Background: an optimization exercise with open tools, aiming at small area. Do not read the settings as production practice. Only simulation tests tie the RTL to the original design; equivalence was not proved. Power figures rest on the tool's default switching activity, not on a simulated workload.

===== flow/design.v =====
`timescale 1ns/10ps
module exec_stage (
  input  logic        clk,
  input  logic        reset,
  input  logic        in_valid,
  input  logic [5:0]  op1,
  input  logic [7:0]  op2,
  input  logic [15:0] imm,
  input  logic [31:0] rs_val,
  input  logic [31:0] rt_val,
  input  logic [31:0] pc,
  output logic        out_valid,
  output logic [31:0] result,
  output logic        wr_reg,
  output logic        redirect,
  output logic [31:0] redirect_pc
);
  logic alur, br, jal, sw, i_add, i_log;
  logic r_cmp, r_add, r_sub, r_log, r_shr, r_shl;
  assign alur  = (op1 == 6'h00);
  assign br    = (op1[5:2] == 4'b0010);
  assign jal   = (op1 == 6'h0c);
  assign sw    = (op1 == 6'h1a);
  assign i_add = (op1 == 6'h12) | (op1 == 6'h1a) | (op1 == 6'h20);
  assign i_log = (op1 == 6'h24) | (op1 == 6'h25) | (op1 == 6'h26);
  assign r_cmp = alur & (op2[7:2] == 6'b000010);
  assign r_add = alur & (op2 == 8'h20);
  assign r_sub = alur & (op2 == 8'h28);
  assign r_log = alur & (op2[7:4] == 4'h2) & op2[2] & (op2[1:0] != 2'b11);
  assign r_shr = alur & (op2 == 8'h30);
  assign r_shl = alur & (op2 == 8'h31);
  logic selrt, selimm, seljal, sub;
  assign selimm = op1[5] | op1[4];
  assign seljal = ~op1[5] & ~op1[4] & op1[3] & op1[2];
  assign selrt  = ~op1[5] & ~op1[4] & ~(op1[3] & op1[2]);
  assign sub    = alur ? (op2[3] & ~op2[2]) : (~op1[4] & op1[3] & ~op1[2]);
  logic [31:0] simm, aa, bb, ap, ag, sum;
  assign simm = {{16{imm[15]}}, imm};
  assign aa   = rs_val;
  assign bb   = (({32{selrt}} & rt_val) | ({32{selimm}} & simm) | ({32{seljal}} & {simm[29:0], 2'b00}))
                ^ {32{sub}};
  assign ap   = aa ^ bb;
  assign ag   = aa & bb;
  wire ma_G0 = ag[0] | (ap[0] & sub);
  wire ma_G1_1 = ag[1] | (ap[1] & ma_G0);
  wire ma_P1_1 = ap[1] & ap[0];
  wire ma_G3_2 = ag[3] | (ap[3] & ag[2]);
  wire ma_P3_2 = ap[3] & ap[2];
  wire ma_G5_3 = ag[5] | (ap[5] & ag[4]);
  wire ma_P5_3 = ap[5] & ap[4];
  wire ma_G7_4 = ag[7] | (ap[7] & ag[6]);
  wire ma_P7_4 = ap[7] & ap[6];
  wire ma_G9_5 = ag[9] | (ap[9] & ag[8]);
  wire ma_P9_5 = ap[9] & ap[8];
  wire ma_G11_6 = ag[11] | (ap[11] & ag[10]);
  wire ma_P11_6 = ap[11] & ap[10];
  wire ma_G13_7 = ag[13] | (ap[13] & ag[12]);
  wire ma_P13_7 = ap[13] & ap[12];
  wire ma_G15_8 = ag[15] | (ap[15] & ag[14]);
  wire ma_P15_8 = ap[15] & ap[14];
  wire ma_G17_9 = ag[17] | (ap[17] & ag[16]);
  wire ma_P17_9 = ap[17] & ap[16];
  wire ma_G19_10 = ag[19] | (ap[19] & ag[18]);
  wire ma_P19_10 = ap[19] & ap[18];
  wire ma_G21_11 = ag[21] | (ap[21] & ag[20]);
  wire ma_P21_11 = ap[21] & ap[20];
  wire ma_G23_12 = ag[23] | (ap[23] & ag[22]);
  wire ma_P23_12 = ap[23] & ap[22];
  wire ma_G25_13 = ag[25] | (ap[25] & ag[24]);
  wire ma_P25_13 = ap[25] & ap[24];
  wire ma_G27_14 = ag[27] | (ap[27] & ag[26]);
  wire ma_P27_14 = ap[27] & ap[26];
  wire ma_G29_15 = ag[29] | (ap[29] & ag[28]);
  wire ma_P29_15 = ap[29] & ap[28];
  wire ma_G31_16 = ag[31] | (ap[31] & ag[30]);
  wire ma_P31_16 = ap[31] & ap[30];
  wire ma_G2_17 = ag[2] | (ap[2] & ma_G1_1);
  wire ma_P2_17 = ap[2] & ma_P1_1;
  wire ma_G3_18 = ma_G3_2 | (ma_P3_2 & ma_G1_1);
  wire ma_P3_18 = ma_P3_2 & ma_P1_1;
  wire ma_G6_19 = ag[6] | (ap[6] & ma_G5_3);
  wire ma_P6_19 = ap[6] & ma_P5_3;
  wire ma_G7_20 = ma_G7_4 | (ma_P7_4 & ma_G5_3);
  wire ma_P7_20 = ma_P7_4 & ma_P5_3;
  wire ma_G10_21 = ag[10] | (ap[10] & ma_G9_5);
  wire ma_P10_21 = ap[10] & ma_P9_5;
  wire ma_G11_22 = ma_G11_6 | (ma_P11_6 & ma_G9_5);
  wire ma_P11_22 = ma_P11_6 & ma_P9_5;
  wire ma_G14_23 = ag[14] | (ap[14] & ma_G13_7);
  wire ma_P14_23 = ap[14] & ma_P13_7;
  wire ma_G15_24 = ma_G15_8 | (ma_P15_8 & ma_G13_7);
  wire ma_P15_24 = ma_P15_8 & ma_P13_7;
  wire ma_G18_25 = ag[18] | (ap[18] & ma_G17_9);
  wire ma_P18_25 = ap[18] & ma_P17_9;
  wire ma_G19_26 = ma_G19_10 | (ma_P19_10 & ma_G17_9);
  wire ma_P19_26 = ma_P19_10 & ma_P17_9;
  wire ma_G22_27 = ag[22] | (ap[22] & ma_G21_11);
  wire ma_P22_27 = ap[22] & ma_P21_11;
  wire ma_G23_28 = ma_G23_12 | (ma_P23_12 & ma_G21_11);
  wire ma_P23_28 = ma_P23_12 & ma_P21_11;
  wire ma_G26_29 = ag[26] | (ap[26] & ma_G25_13);
  wire ma_P26_29 = ap[26] & ma_P25_13;
  wire ma_G27_30 = ma_G27_14 | (ma_P27_14 & ma_G25_13);
  wire ma_P27_30 = ma_P27_14 & ma_P25_13;
  wire ma_G30_31 = ag[30] | (ap[30] & ma_G29_15);
  wire ma_P30_31 = ap[30] & ma_P29_15;
  wire ma_G31_32 = ma_G31_16 | (ma_P31_16 & ma_G29_15);
  wire ma_P31_32 = ma_P31_16 & ma_P29_15;
  wire ma_G4_33 = ag[4] | (ap[4] & ma_G3_18);
  wire ma_P4_33 = ap[4] & ma_P3_18;
  wire ma_G5_34 = ma_G5_3 | (ma_P5_3 & ma_G3_18);
  wire ma_P5_34 = ma_P5_3 & ma_P3_18;
  wire ma_G6_35 = ma_G6_19 | (ma_P6_19 & ma_G3_18);
  wire ma_P6_35 = ma_P6_19 & ma_P3_18;
  wire ma_G7_36 = ma_G7_20 | (ma_P7_20 & ma_G3_18);
  wire ma_P7_36 = ma_P7_20 & ma_P3_18;
  wire ma_G12_37 = ag[12] | (ap[12] & ma_G11_22);
  wire ma_P12_37 = ap[12] & ma_P11_22;
  wire ma_G13_38 = ma_G13_7 | (ma_P13_7 & ma_G11_22);
  wire ma_P13_38 = ma_P13_7 & ma_P11_22;
  wire ma_G14_39 = ma_G14_23 | (ma_P14_23 & ma_G11_22);
  wire ma_P14_39 = ma_P14_23 & ma_P11_22;
  wire ma_G15_40 = ma_G15_24 | (ma_P15_24 & ma_G11_22);
  wire ma_P15_40 = ma_P15_24 & ma_P11_22;
  wire ma_G20_41 = ag[20] | (ap[20] & ma_G19_26);
  wire ma_P20_41 = ap[20] & ma_P19_26;
  wire ma_G21_42 = ma_G21_11 | (ma_P21_11 & ma_G19_26);
  wire ma_P21_42 = ma_P21_11 & ma_P19_26;
  wire ma_G22_43 = ma_G22_27 | (ma_P22_27 & ma_G19_26);
  wire ma_P22_43 = ma_P22_27 & ma_P19_26;
  wire ma_G23_44 = ma_G23_28 | (ma_P23_28 & ma_G19_26);
  wire ma_P23_44 = ma_P23_28 & ma_P19_26;
  wire ma_G28_45 = ag[28] | (ap[28] & ma_G27_30);
  wire ma_P28_45 = ap[28] & ma_P27_30;
  wire ma_G29_46 = ma_G29_15 | (ma_P29_15 & ma_G27_30);
  wire ma_P29_46 = ma_P29_15 & ma_P27_30;
  wire ma_G30_47 = ma_G30_31 | (ma_P30_31 & ma_G27_30);
  wire ma_P30_47 = ma_P30_31 & ma_P27_30;
  wire ma_G31_48 = ma_G31_32 | (ma_P31_32 & ma_G27_30);
  wire ma_P31_48 = ma_P31_32 & ma_P27_30;
  wire ma_G8_49 = ag[8] | (ap[8] & ma_G7_36);
  wire ma_P8_49 = ap[8] & ma_P7_36;
  wire ma_G9_50 = ma_G9_5 | (ma_P9_5 & ma_G7_36);
  wire ma_P9_50 = ma_P9_5 & ma_P7_36;
  wire ma_G10_51 = ma_G10_21 | (ma_P10_21 & ma_G7_36);
  wire ma_P10_51 = ma_P10_21 & ma_P7_36;
  wire ma_G11_52 = ma_G11_22 | (ma_P11_22 & ma_G7_36);
  wire ma_P11_52 = ma_P11_22 & ma_P7_36;
  wire ma_G12_53 = ma_G12_37 | (ma_P12_37 & ma_G7_36);
  wire ma_P12_53 = ma_P12_37 & ma_P7_36;
  wire ma_G13_54 = ma_G13_38 | (ma_P13_38 & ma_G7_36);
  wire ma_P13_54 = ma_P13_38 & ma_P7_36;
  wire ma_G14_55 = ma_G14_39 | (ma_P14_39 & ma_G7_36);
  wire ma_P14_55 = ma_P14_39 & ma_P7_36;
  wire ma_G15_56 = ma_G15_40 | (ma_P15_40 & ma_G7_36);
  wire ma_P15_56 = ma_P15_40 & ma_P7_36;
  wire ma_G24_57 = ag[24] | (ap[24] & ma_G23_44);
  wire ma_P24_57 = ap[24] & ma_P23_44;
  wire ma_G25_58 = ma_G25_13 | (ma_P25_13 & ma_G23_44);
  wire ma_P25_58 = ma_P25_13 & ma_P23_44;
  wire ma_G26_59 = ma_G26_29 | (ma_P26_29 & ma_G23_44);
  wire ma_P26_59 = ma_P26_29 & ma_P23_44;
  wire ma_G27_60 = ma_G27_30 | (ma_P27_30 & ma_G23_44);
  wire ma_P27_60 = ma_P27_30 & ma_P23_44;
  wire ma_G28_61 = ma_G28_45 | (ma_P28_45 & ma_G23_44);
  wire ma_P28_61 = ma_P28_45 & ma_P23_44;
  wire ma_G29_62 = ma_G29_46 | (ma_P29_46 & ma_G23_44);
  wire ma_P29_62 = ma_P29_46 & ma_P23_44;
  wire ma_G30_63 = ma_G30_47 | (ma_P30_47 & ma_G23_44);
  wire ma_P30_63 = ma_P30_47 & ma_P23_44;
  wire ma_G31_64 = ma_G31_48 | (ma_P31_48 & ma_G23_44);
  wire ma_P31_64 = ma_P31_48 & ma_P23_44;
  wire ma_G16_65 = ag[16] | (ap[16] & ma_G15_56);
  wire ma_P16_65 = ap[16] & ma_P15_56;
  wire ma_G17_66 = ma_G17_9 | (ma_P17_9 & ma_G15_56);
  wire ma_P17_66 = ma_P17_9 & ma_P15_56;
  wire ma_G18_67 = ma_G18_25 | (ma_P18_25 & ma_G15_56);
  wire ma_P18_67 = ma_P18_25 & ma_P15_56;
  wire ma_G19_68 = ma_G19_26 | (ma_P19_26 & ma_G15_56);
  wire ma_P19_68 = ma_P19_26 & ma_P15_56;
  wire ma_G20_69 = ma_G20_41 | (ma_P20_41 & ma_G15_56);
  wire ma_P20_69 = ma_P20_41 & ma_P15_56;
  wire ma_G21_70 = ma_G21_42 | (ma_P21_42 & ma_G15_56);
  wire ma_P21_70 = ma_P21_42 & ma_P15_56;
  wire ma_G22_71 = ma_G22_43 | (ma_P22_43 & ma_G15_56);
  wire ma_P22_71 = ma_P22_43 & ma_P15_56;
  wire ma_G23_72 = ma_G23_44 | (ma_P23_44 & ma_G15_56);
  wire ma_P23_72 = ma_P23_44 & ma_P15_56;
  wire ma_G24_73 = ma_G24_57 | (ma_P24_57 & ma_G15_56);
  wire ma_P24_73 = ma_P24_57 & ma_P15_56;
  wire ma_G25_74 = ma_G25_58 | (ma_P25_58 & ma_G15_56);
  wire ma_P25_74 = ma_P25_58 & ma_P15_56;
  wire ma_G26_75 = ma_G26_59 | (ma_P26_59 & ma_G15_56);
  wire ma_P26_75 = ma_P26_59 & ma_P15_56;
  wire ma_G27_76 = ma_G27_60 | (ma_P27_60 & ma_G15_56);
  wire ma_P27_76 = ma_P27_60 & ma_P15_56;
  wire ma_G28_77 = ma_G28_61 | (ma_P28_61 & ma_G15_56);
  wire ma_P28_77 = ma_P28_61 & ma_P15_56;
  wire ma_G29_78 = ma_G29_62 | (ma_P29_62 & ma_G15_56);
  wire ma_P29_78 = ma_P29_62 & ma_P15_56;
  wire ma_G30_79 = ma_G30_63 | (ma_P30_63 & ma_G15_56);
  wire ma_P30_79 = ma_P30_63 & ma_P15_56;
  wire ma_G31_80 = ma_G31_64 | (ma_P31_64 & ma_G15_56);
  wire ma_P31_80 = ma_P31_64 & ma_P15_56;
  wire [32:0] ma_c;
  assign ma_c[0] = sub;
  assign ma_c[1] = ma_G0;
  assign ma_c[2] = ma_G1_1;
  assign ma_c[3] = ma_G2_17;
  assign ma_c[4] = ma_G3_18;
  assign ma_c[5] = ma_G4_33;
  assign ma_c[6] = ma_G5_34;
  assign ma_c[7] = ma_G6_35;
  assign ma_c[8] = ma_G7_36;
  assign ma_c[9] = ma_G8_49;
  assign ma_c[10] = ma_G9_50;
  assign ma_c[11] = ma_G10_51;
  assign ma_c[12] = ma_G11_52;
  assign ma_c[13] = ma_G12_53;
  assign ma_c[14] = ma_G13_54;
  assign ma_c[15] = ma_G14_55;
  assign ma_c[16] = ma_G15_56;
  assign ma_c[17] = ma_G16_65;
  assign ma_c[18] = ma_G17_66;
  assign ma_c[19] = ma_G18_67;
  assign ma_c[20] = ma_G19_68;
  assign ma_c[21] = ma_G20_69;
  assign ma_c[22] = ma_G21_70;
  assign ma_c[23] = ma_G22_71;
  assign ma_c[24] = ma_G23_72;
  assign ma_c[25] = ma_G24_73;
  assign ma_c[26] = ma_G25_74;
  assign ma_c[27] = ma_G26_75;
  assign ma_c[28] = ma_G27_76;
  assign ma_c[29] = ma_G28_77;
  assign ma_c[30] = ma_G29_78;
  assign ma_c[31] = ma_G30_79;
  assign ma_c[32] = ma_G31_80;
  assign sum = ap ^ ma_c[31:0];
  logic eq, lt, cmp;
  logic [1:0] cc;
  assign cc = alur ? op2[1:0] : op1[1:0];
  assign eq = &ap;
  assign lt = ap[31] ? sum[31] : rs_val[31];
  always_comb
    case (cc)
      2'd0: cmp = eq;
      2'd1: cmp = lt;
      2'd2: cmp = lt | eq;
      default: cmp = ~eq;
    endcase
  logic [31:0] lg;
  logic        t_and, t_xor, t_nor;
  always_comb begin
    t_and = 1'b0; t_xor = 1'b0; t_nor = 1'b0;
    case ({alur & op2[3], cc})
      3'b000: t_and = 1'b1;                   
      3'b001: begin t_and = 1'b1; t_xor = 1'b1; end    
      3'b010: t_xor = 1'b1;                   
      3'b100: begin t_nor = 1'b1; t_xor = 1'b1; end    
      3'b101: t_nor = 1'b1;                   
      3'b110: begin t_nor = 1'b1; t_and = 1'b1; end    
      default: ;
    endcase
  end
  assign lg = ({32{t_and}} & ag) | ({32{t_xor}} & ap) | ({32{t_nor}} & ~(ap | ag));
  logic [31:0] shx, s0, s1, s2, s3, shy;
  logic        fill, big;
  always_comb
    for (int i = 0; i < 32; i++) shx[i] = r_shl ? rs_val[31-i] : rs_val[i];
  assign fill = r_shr & rs_val[31];
  assign big  = |rt_val[31:5];
  assign s0  = rt_val[4] ? {{16{fill}}, shx[31:16]} : shx;
  assign s1  = rt_val[3] ? {{8{fill}}, s0[31:8]} : s0;
  assign s2  = rt_val[2] ? {{4{fill}}, s1[31:4]} : s1;
  assign s3  = rt_val[1] ? {{2{fill}}, s2[31:2]} : s2;
  assign shy = big ? {32{fill}} : (rt_val[0] ? {fill, s3[31:1]} : s3);
  logic [29:0] ta, tb, tp, tg, tsum;
  logic [31:0] pcn;
  assign ta = pc[31:2];
  assign tb = jal ? 30'd0 : simm[29:0];
  assign tp = ta ^ tb;
  assign tg = ta & tb;
  wire ta_G0 = tg[0] | (tp[0] & 1'b1);
  wire ta_G1_1 = tg[1] | (tp[1] & ta_G0);
  wire ta_P1_1 = tp[1] & tp[0];
  wire ta_G3_2 = tg[3] | (tp[3] & tg[2]);
  wire ta_P3_2 = tp[3] & tp[2];
  wire ta_G5_3 = tg[5] | (tp[5] & tg[4]);
  wire ta_P5_3 = tp[5] & tp[4];
  wire ta_G7_4 = tg[7] | (tp[7] & tg[6]);
  wire ta_P7_4 = tp[7] & tp[6];
  wire ta_G9_5 = tg[9] | (tp[9] & tg[8]);
  wire ta_P9_5 = tp[9] & tp[8];
  wire ta_G11_6 = tg[11] | (tp[11] & tg[10]);
  wire ta_P11_6 = tp[11] & tp[10];
  wire ta_G13_7 = tg[13] | (tp[13] & tg[12]);
  wire ta_P13_7 = tp[13] & tp[12];
  wire ta_G15_8 = tg[15] | (tp[15] & tg[14]);
  wire ta_P15_8 = tp[15] & tp[14];
  wire ta_G17_9 = tg[17] | (tp[17] & tg[16]);
  wire ta_P17_9 = tp[17] & tp[16];
  wire ta_G19_10 = tg[19] | (tp[19] & tg[18]);
  wire ta_P19_10 = tp[19] & tp[18];
  wire ta_G21_11 = tg[21] | (tp[21] & tg[20]);
  wire ta_P21_11 = tp[21] & tp[20];
  wire ta_G23_12 = tg[23] | (tp[23] & tg[22]);
  wire ta_P23_12 = tp[23] & tp[22];
  wire ta_G25_13 = tg[25] | (tp[25] & tg[24]);
  wire ta_P25_13 = tp[25] & tp[24];
  wire ta_G27_14 = tg[27] | (tp[27] & tg[26]);
  wire ta_P27_14 = tp[27] & tp[26];
  wire ta_G29_15 = tg[29] | (tp[29] & tg[28]);
  wire ta_P29_15 = tp[29] & tp[28];
  wire ta_G2_16 = tg[2] | (tp[2] & ta_G1_1);
  wire ta_P2_16 = tp[2] & ta_P1_1;
  wire ta_G3_17 = ta_G3_2 | (ta_P3_2 & ta_G1_1);
  wire ta_P3_17 = ta_P3_2 & ta_P1_1;
  wire ta_G6_18 = tg[6] | (tp[6] & ta_G5_3);
  wire ta_P6_18 = tp[6] & ta_P5_3;
  wire ta_G7_19 = ta_G7_4 | (ta_P7_4 & ta_G5_3);
  wire ta_P7_19 = ta_P7_4 & ta_P5_3;
  wire ta_G10_20 = tg[10] | (tp[10] & ta_G9_5);
  wire ta_P10_20 = tp[10] & ta_P9_5;
  wire ta_G11_21 = ta_G11_6 | (ta_P11_6 & ta_G9_5);
  wire ta_P11_21 = ta_P11_6 & ta_P9_5;
  wire ta_G14_22 = tg[14] | (tp[14] & ta_G13_7);
  wire ta_P14_22 = tp[14] & ta_P13_7;
  wire ta_G15_23 = ta_G15_8 | (ta_P15_8 & ta_G13_7);
  wire ta_P15_23 = ta_P15_8 & ta_P13_7;
  wire ta_G18_24 = tg[18] | (tp[18] & ta_G17_9);
  wire ta_P18_24 = tp[18] & ta_P17_9;
  wire ta_G19_25 = ta_G19_10 | (ta_P19_10 & ta_G17_9);
  wire ta_P19_25 = ta_P19_10 & ta_P17_9;
  wire ta_G22_26 = tg[22] | (tp[22] & ta_G21_11);
  wire ta_P22_26 = tp[22] & ta_P21_11;
  wire ta_G23_27 = ta_G23_12 | (ta_P23_12 & ta_G21_11);
  wire ta_P23_27 = ta_P23_12 & ta_P21_11;
  wire ta_G26_28 = tg[26] | (tp[26] & ta_G25_13);
  wire ta_P26_28 = tp[26] & ta_P25_13;
  wire ta_G27_29 = ta_G27_14 | (ta_P27_14 & ta_G25_13);
  wire ta_P27_29 = ta_P27_14 & ta_P25_13;
  wire ta_G4_30 = tg[4] | (tp[4] & ta_G3_17);
  wire ta_P4_30 = tp[4] & ta_P3_17;
  wire ta_G5_31 = ta_G5_3 | (ta_P5_3 & ta_G3_17);
  wire ta_P5_31 = ta_P5_3 & ta_P3_17;
  wire ta_G6_32 = ta_G6_18 | (ta_P6_18 & ta_G3_17);
  wire ta_P6_32 = ta_P6_18 & ta_P3_17;
  wire ta_G7_33 = ta_G7_19 | (ta_P7_19 & ta_G3_17);
  wire ta_P7_33 = ta_P7_19 & ta_P3_17;
  wire ta_G12_34 = tg[12] | (tp[12] & ta_G11_21);
  wire ta_P12_34 = tp[12] & ta_P11_21;
  wire ta_G13_35 = ta_G13_7 | (ta_P13_7 & ta_G11_21);
  wire ta_P13_35 = ta_P13_7 & ta_P11_21;
  wire ta_G14_36 = ta_G14_22 | (ta_P14_22 & ta_G11_21);
  wire ta_P14_36 = ta_P14_22 & ta_P11_21;
  wire ta_G15_37 = ta_G15_23 | (ta_P15_23 & ta_G11_21);
  wire ta_P15_37 = ta_P15_23 & ta_P11_21;
  wire ta_G20_38 = tg[20] | (tp[20] & ta_G19_25);
  wire ta_P20_38 = tp[20] & ta_P19_25;
  wire ta_G21_39 = ta_G21_11 | (ta_P21_11 & ta_G19_25);
  wire ta_P21_39 = ta_P21_11 & ta_P19_25;
  wire ta_G22_40 = ta_G22_26 | (ta_P22_26 & ta_G19_25);
  wire ta_P22_40 = ta_P22_26 & ta_P19_25;
  wire ta_G23_41 = ta_G23_27 | (ta_P23_27 & ta_G19_25);
  wire ta_P23_41 = ta_P23_27 & ta_P19_25;
  wire ta_G28_42 = tg[28] | (tp[28] & ta_G27_29);
  wire ta_P28_42 = tp[28] & ta_P27_29;
  wire ta_G29_43 = ta_G29_15 | (ta_P29_15 & ta_G27_29);
  wire ta_P29_43 = ta_P29_15 & ta_P27_29;
  wire ta_G8_44 = tg[8] | (tp[8] & ta_G7_33);
  wire ta_P8_44 = tp[8] & ta_P7_33;
  wire ta_G9_45 = ta_G9_5 | (ta_P9_5 & ta_G7_33);
  wire ta_P9_45 = ta_P9_5 & ta_P7_33;
  wire ta_G10_46 = ta_G10_20 | (ta_P10_20 & ta_G7_33);
  wire ta_P10_46 = ta_P10_20 & ta_P7_33;
  wire ta_G11_47 = ta_G11_21 | (ta_P11_21 & ta_G7_33);
  wire ta_P11_47 = ta_P11_21 & ta_P7_33;
  wire ta_G12_48 = ta_G12_34 | (ta_P12_34 & ta_G7_33);
  wire ta_P12_48 = ta_P12_34 & ta_P7_33;
  wire ta_G13_49 = ta_G13_35 | (ta_P13_35 & ta_G7_33);
  wire ta_P13_49 = ta_P13_35 & ta_P7_33;
  wire ta_G14_50 = ta_G14_36 | (ta_P14_36 & ta_G7_33);
  wire ta_P14_50 = ta_P14_36 & ta_P7_33;
  wire ta_G15_51 = ta_G15_37 | (ta_P15_37 & ta_G7_33);
  wire ta_P15_51 = ta_P15_37 & ta_P7_33;
  wire ta_G24_52 = tg[24] | (tp[24] & ta_G23_41);
  wire ta_P24_52 = tp[24] & ta_P23_41;
  wire ta_G25_53 = ta_G25_13 | (ta_P25_13 & ta_G23_41);
  wire ta_P25_53 = ta_P25_13 & ta_P23_41;
  wire ta_G26_54 = ta_G26_28 | (ta_P26_28 & ta_G23_41);
  wire ta_P26_54 = ta_P26_28 & ta_P23_41;
  wire ta_G27_55 = ta_G27_29 | (ta_P27_29 & ta_G23_41);
  wire ta_P27_55 = ta_P27_29 & ta_P23_41;
  wire ta_G28_56 = ta_G28_42 | (ta_P28_42 & ta_G23_41);
  wire ta_P28_56 = ta_P28_42 & ta_P23_41;
  wire ta_G29_57 = ta_G29_43 | (ta_P29_43 & ta_G23_41);
  wire ta_P29_57 = ta_P29_43 & ta_P23_41;
  wire ta_G16_58 = tg[16] | (tp[16] & ta_G15_51);
  wire ta_P16_58 = tp[16] & ta_P15_51;
  wire ta_G17_59 = ta_G17_9 | (ta_P17_9 & ta_G15_51);
  wire ta_P17_59 = ta_P17_9 & ta_P15_51;
  wire ta_G18_60 = ta_G18_24 | (ta_P18_24 & ta_G15_51);
  wire ta_P18_60 = ta_P18_24 & ta_P15_51;
  wire ta_G19_61 = ta_G19_25 | (ta_P19_25 & ta_G15_51);
  wire ta_P19_61 = ta_P19_25 & ta_P15_51;
  wire ta_G20_62 = ta_G20_38 | (ta_P20_38 & ta_G15_51);
  wire ta_P20_62 = ta_P20_38 & ta_P15_51;
  wire ta_G21_63 = ta_G21_39 | (ta_P21_39 & ta_G15_51);
  wire ta_P21_63 = ta_P21_39 & ta_P15_51;
  wire ta_G22_64 = ta_G22_40 | (ta_P22_40 & ta_G15_51);
  wire ta_P22_64 = ta_P22_40 & ta_P15_51;
  wire ta_G23_65 = ta_G23_41 | (ta_P23_41 & ta_G15_51);
  wire ta_P23_65 = ta_P23_41 & ta_P15_51;
  wire ta_G24_66 = ta_G24_52 | (ta_P24_52 & ta_G15_51);
  wire ta_P24_66 = ta_P24_52 & ta_P15_51;
  wire ta_G25_67 = ta_G25_53 | (ta_P25_53 & ta_G15_51);
  wire ta_P25_67 = ta_P25_53 & ta_P15_51;
  wire ta_G26_68 = ta_G26_54 | (ta_P26_54 & ta_G15_51);
  wire ta_P26_68 = ta_P26_54 & ta_P15_51;
  wire ta_G27_69 = ta_G27_55 | (ta_P27_55 & ta_G15_51);
  wire ta_P27_69 = ta_P27_55 & ta_P15_51;
  wire ta_G28_70 = ta_G28_56 | (ta_P28_56 & ta_G15_51);
  wire ta_P28_70 = ta_P28_56 & ta_P15_51;
  wire ta_G29_71 = ta_G29_57 | (ta_P29_57 & ta_G15_51);
  wire ta_P29_71 = ta_P29_57 & ta_P15_51;
  wire [30:0] ta_c;
  assign ta_c[0] = 1'b1;
  assign ta_c[1] = ta_G0;
  assign ta_c[2] = ta_G1_1;
  assign ta_c[3] = ta_G2_16;
  assign ta_c[4] = ta_G3_17;
  assign ta_c[5] = ta_G4_30;
  assign ta_c[6] = ta_G5_31;
  assign ta_c[7] = ta_G6_32;
  assign ta_c[8] = ta_G7_33;
  assign ta_c[9] = ta_G8_44;
  assign ta_c[10] = ta_G9_45;
  assign ta_c[11] = ta_G10_46;
  assign ta_c[12] = ta_G11_47;
  assign ta_c[13] = ta_G12_48;
  assign ta_c[14] = ta_G13_49;
  assign ta_c[15] = ta_G14_50;
  assign ta_c[16] = ta_G15_51;
  assign ta_c[17] = ta_G16_58;
  assign ta_c[18] = ta_G17_59;
  assign ta_c[19] = ta_G18_60;
  assign ta_c[20] = ta_G19_61;
  assign ta_c[21] = ta_G20_62;
  assign ta_c[22] = ta_G21_63;
  assign ta_c[23] = ta_G22_64;
  assign ta_c[24] = ta_G23_65;
  assign ta_c[25] = ta_G24_66;
  assign ta_c[26] = ta_G25_67;
  assign ta_c[27] = ta_G26_68;
  assign ta_c[28] = ta_G27_69;
  assign ta_c[29] = ta_G28_70;
  assign ta_c[30] = ta_G29_71;
  assign tsum = tp ^ ta_c[29:0];
  assign pcn = {tsum, pc[1:0]};
  logic [31:0] res_n, tgt_n;
  always_comb begin
    res_n = '0;
    if (r_add | r_sub | i_add) res_n = sum;
    if (r_log | i_log)         res_n = lg;
    if (r_cmp)                 res_n = {31'd0, cmp};
    if (r_shr)                 res_n = shy;
    if (r_shl)                 for (int i = 0; i < 32; i++) res_n[i] = shy[31-i];
    if (jal)                   res_n = pcn;
  end
  assign tgt_n = jal ? sum : pcn;
  logic        v1, w1, r1;
  logic [31:0] res1, tgt1;
  always_ff @(posedge clk or posedge reset)
    if (reset) begin
      v1 <= 1'b0;
      w1 <= 1'b0;
      r1 <= 1'b0;
    end else begin
      v1 <= in_valid;
      w1 <= in_valid & ~(br | sw);
      r1 <= in_valid & (jal | (br & cmp));
    end
  always_ff @(posedge clk) begin
    res1 <= res_n;
    tgt1 <= tgt_n;
  end
  always_ff @(posedge clk or posedge reset)
    if (reset) begin
      out_valid <= 1'b0;
      wr_reg    <= 1'b0;
      redirect  <= 1'b0;
    end else begin
      out_valid <= v1 & ~redirect;
      wr_reg    <= w1 & ~redirect;
      redirect  <= r1 & ~redirect;
    end
  always_ff @(posedge clk) begin
    result      <= res1;
    redirect_pc <= tgt1;
  end
endmodule

===== flow/run.sh =====
#!/bin/bash
# synth_recipe.tcl (not shown) runs the flow's synth.tcl, then flattens the netlist and writes it again
# the make line also repeats each setting of config.mk as NAME=value (left out here)
make -C /OpenROAD-flow-scripts/flow DESIGN_CONFIG=/design/flow/config.mk WORK_HOME=/design/flow/orfs CLKGATE_MAP_FILE= SYNTH_SCRIPT=/design/flow/synth_recipe.tcl finish

===== flow/config.mk =====
export PLATFORM = sky130hd
export DESIGN_NAME = exec_stage
export DESIGN_NICKNAME = exec_stage
export VERILOG_FILES = /design/flow/design.v
export SDC_FILE = /design/flow/constraint.sdc
export NUM_CORES = 4
export LEC_CHECK = 0
export ABC_AREA = 1
export CAP_MARGIN = 20
export CORE_MARGIN = 2
export CORE_UTILIZATION = 40
export GPL_TIMING_DRIVEN = 0
export SLEW_MARGIN = 20

===== flow/constraint.sdc =====
create_clock -name core_clock -period 5.0 [get_ports {clk}]
set_input_delay 1.0000 -clock core_clock [delete_from_list [all_inputs] [get_ports {clk}]]
set_output_delay 1.0000 -clock core_clock [all_outputs]
set_load 0.01 [all_outputs]

==> run summary <==
status - complete, no violations
syn_nets - 2079
first-pass GRT wire length - 80.17 mm
Starting Density - 40.60%
Critical Path RT - 5.32 ns
via/cell ratio - 5.692
Ys Warns - 1
clk slew on worst S/H paths - 0.06 ns
DR vias - 14030
worst min-delay path startpoint - tgt1[24]
# setup viols final - 0
startpoint class of the critical path - input pin
port buffer count - 191
Hold EP - redirect_pc[24]
slew margin rel. - 43.69%
area leader, netlist - dfxtp_1
dominant cells by area after synthesis - dfxtp_1 22%, nand3_1 18%, nand2_1 16%, ha_1 9.9%, inv_1 6.7%
Reg-to-Reg Start - redirect
Fmax - 210.7 MHz
drt first pass iters - 8
Hold Path Depth - 0
max-cap violations - 0
hold_ws - 0.3227 ns
ys async rst share - 4.478%
number of diodes - 0
synthesis-stage register bit count - 134
min cycle time layout - 4.746 ns
critical path arrival - 5.06 ns
Sink Count - 134
CORE AREA - 28700 um^2
share of the synthesized area in the top cell type - 21.99%
final cell count without fillers - 2464
reg-to-reg endpoint - wr_reg
Iteration-0 DRC Markers - 2001
synthesized area - 11650 um^2
pwr dens - 261.6 nW/um^2
fill count - 2998
later-pin clock latency in the skew report - 0.42 ns
RSZ-0062 raised after global routing - no
DRC - 0
Layout area overhead - 27.90%
clk_skew - 0.006073 ns
Bufs on Longest Clock Path - 2
CTS HTree Levels - 4
final hold violations - 0
fin. max-slew vios - 0
nets - 2299
Hold Crit Class - register to register
Main synth FF type - dfxtp_1
GRT overflow - 0
CP Class - input pin to register
leakage - 7.401 nW
Mapped Cells - 1848
largest net degree at the start of global routing - 17
maximum fanout along the worst path - 10
Crit. End Element - register
Final Cycle Share - 94.91%
DIE WIDTH - 174.7 um
CTS tree - built
slew of the pin with the lowest slew margin - 0.8446 ns
mean routed wirelength per cell - 22.18 um
# rows - 62
final worst slack - 0.2545 ns
Avg Inst Size Synth - 6.306 um^2
detailed placement HPWL - 44.45 mm
setup TNS - 0 ns
initial antenna violation count - 0
layout cells sized above 1 - 6.346%
Post-synth EDFFs - 0
Place WS - -1.471 ns
Global Route Usage Sum - 35.11%
drt total wl - 54.64 mm
Final ANT Viol Nets - 0
placed cells - 2423
Max VDD drop - 0.2038 mV
Final GP Congestion - 1.038
Die Ht - 174.7 um
CTS root buf - clkbuf_16
reg2reg path depth - 1
post-synth cell types - 49
total CTS buffers - 17
Top Ports - 196
flop2flop setup slack - 4.38 ns
Seq/Total Area, Yosys - 23.28%
total die area - 30510 um^2
vias in the first global route - 12800
[cells in the final DEF, fill, tap and decap left out, types with 7 or more instances in the layout]
master / netlist / layout
nand2_1: 487 / 480
nand2_2: 5 / 10
o211ai_1: 12 / 12
o21ai_1: 17 / 18
buf_1: 17 / 16
xor2_1: 13 / 12
ha_1: 92 / 91
a22oi_1: 8 / 8
o21ai_0: 67 / 64
clkbuf_16: 0 / 17
nand3_1: 420 / 417
nand4_1: 48 / 48
buf_4: 8 / 17
xnor2_1: 41 / 40
o221ai_1: 8 / 7
clkbuf_1: 45 / 37
buf_2: 20 / 19
inv_1: 209 / 209
clkdlybuf4s50_1: 0 / 185
a21oi_1: 64 / 59
fa_1: 10 / 9
dfxtp_1: 128 / 128
or2_2: 7 / 7
nor3_1: 10 / 9
nor2_1: 52 / 49
[cell type report]
cell class	count	area, um^2	area share, %
Timing Repair Buffer	202	2009	13.48
Clock inverter	14	151.4	1.016
Inverter	213	799.5	5.364
Multi-Input combinational cell	1408	7854	52.69
Tap cell	384	480.5	3.223
Sequential cell	134	2713	18.20
Buffer	92	473.0	3.173
Clock buffer	17	425.4	2.854
[logic make-up (layout without fill, tap and decap cells)]
logic type / count (synthesis) / count (layout) / synth area share, %
compound gates: 202 / 202 / 9.888
fa+ha+maj: 102 / 102 / 11.60
mux: 4 / 4 / 0.3543
buf+inv: 306 / 538 / 10.52
xor+xnor: 54 / 54 / 4.058
flops: 134 / 134 / 23.28
simple gates: 1046 / 1046 / 40.31
[routing by layer]
| metal | vias up | share of wire, % | track usage (%) |
|---|---|---|---|
| met5 | - | 0 | 0 |
| li1 | 6583 | - | - |
| met4 | 0 | 5.2 | 17.08 |
| met1 | 6492 | 43 | 48.91 |
| met2 | 841 | 41 | 51.75 |
| met3 | 109 | 10 | 6.789 |
[critical path, stage by stage]
cell	delay, ns
dlymetal6s2s_1	0.18
nor2_2	0.19
nand2_2	0.12
nor2_8	0.13
nand2_2	0.10
or2_1	0.27
nand2_4	0.15
buf_6	0.22
xnor2_1	0.12
ha_1	0.39
nand2_1	0.11
inv_1	0.06
nand2_1	0.12
nor2_4	0.19
nand2_1	0.09
nand2_2	0.15
buf_6	0.17
inv_1	0.07
fa_1	0.59
o21ai_1	0.11
a21oi_2	0.24
nand2_1	0.13
o21ai_2	0.10
nand2_1	0.06
[synth_stat cells, drive strengths merged, types with 12 or more instances]
master	n
a21oi	65
buf	48
clkbuf	45
dfxtp	128
ha	92
inv	212
nand2	493
nand3	421
nand4	48
nor2	58
o211ai	12
o21ai	84
xnor2	41
xor2	13
[worst max-delay path by stage]
stage	start	end	slack (ns)	cells past startpoint
floorplan	op1[2]	res1[16]	0.52	24
global route	op1[3]	res1[16]	0.17	24
CTS	op1[3]	res1[16]	0.01	26
detailed placement	op1[5]	res1[16]	-1.47	26
finish	op1[3]	res1[16]	0.25	24
global placement	op1[5]	res1[16]	-1.46	26
[power breakdown]
| group | switching, mW | leakage (nW) | internal [mW] |
|---|---|---|---|
| sequential | 0.0314 | 1.14 | 1.20 |
| clock | 0.504 | 0.280 | 0.736 |
| combinational | 0.867 | 5.98 | 0.556 |
[stage by stage]
stage,utilization (%),instance area [um^2],power (mW)
2_1_floorplan,-,11650,2.035
3_3_place_gp,48.94,14050,2.592
3_5_place_dp,48.94,14050,2.600
4_1_cts,51.51,14780,3.871
5_1_grt,51.93,14910,4.094
6_report,51.93,14910,3.899
[timing repair]
item	CTS	global route
setup endpoints to repair	49	24
buffers inserted	7	4
hold buffers	0	0
pin swaps	7	6
resized for setup	36	30

==> separate check: timing with driven ports <==
In the flow no input, the clock included, has a driving cell. The finished layout below was timed again as built, in two steps.
Step 1 (the two cells are an assumption about what drives the block):
set clk [get_ports {clk}]
set_driving_cell -lib_cell sky130_fd_sc_hd__clkbuf_16 $clk
set_driving_cell -lib_cell sky130_fd_sc_hd__buf_2 [delete_from_list [all_inputs] $clk]
Step 2 also shifts input and output timing later by t, the mid clock arrival at the registers, as if the neighbouring blocks saw the same clock.
Slacks: ideal / step 1 / step 2; pairs: ideal / step 1.
t, ns: 0.469
slack for setup (ns): 0.254 / 0.279 / -0.190
worst setup path after step 2: input to register
Met with ideal ports but missed after step 2: setup timing in this run. The setup slack of this run moves by +0.025 ns with the drivers and by -0.444 ns with both steps.
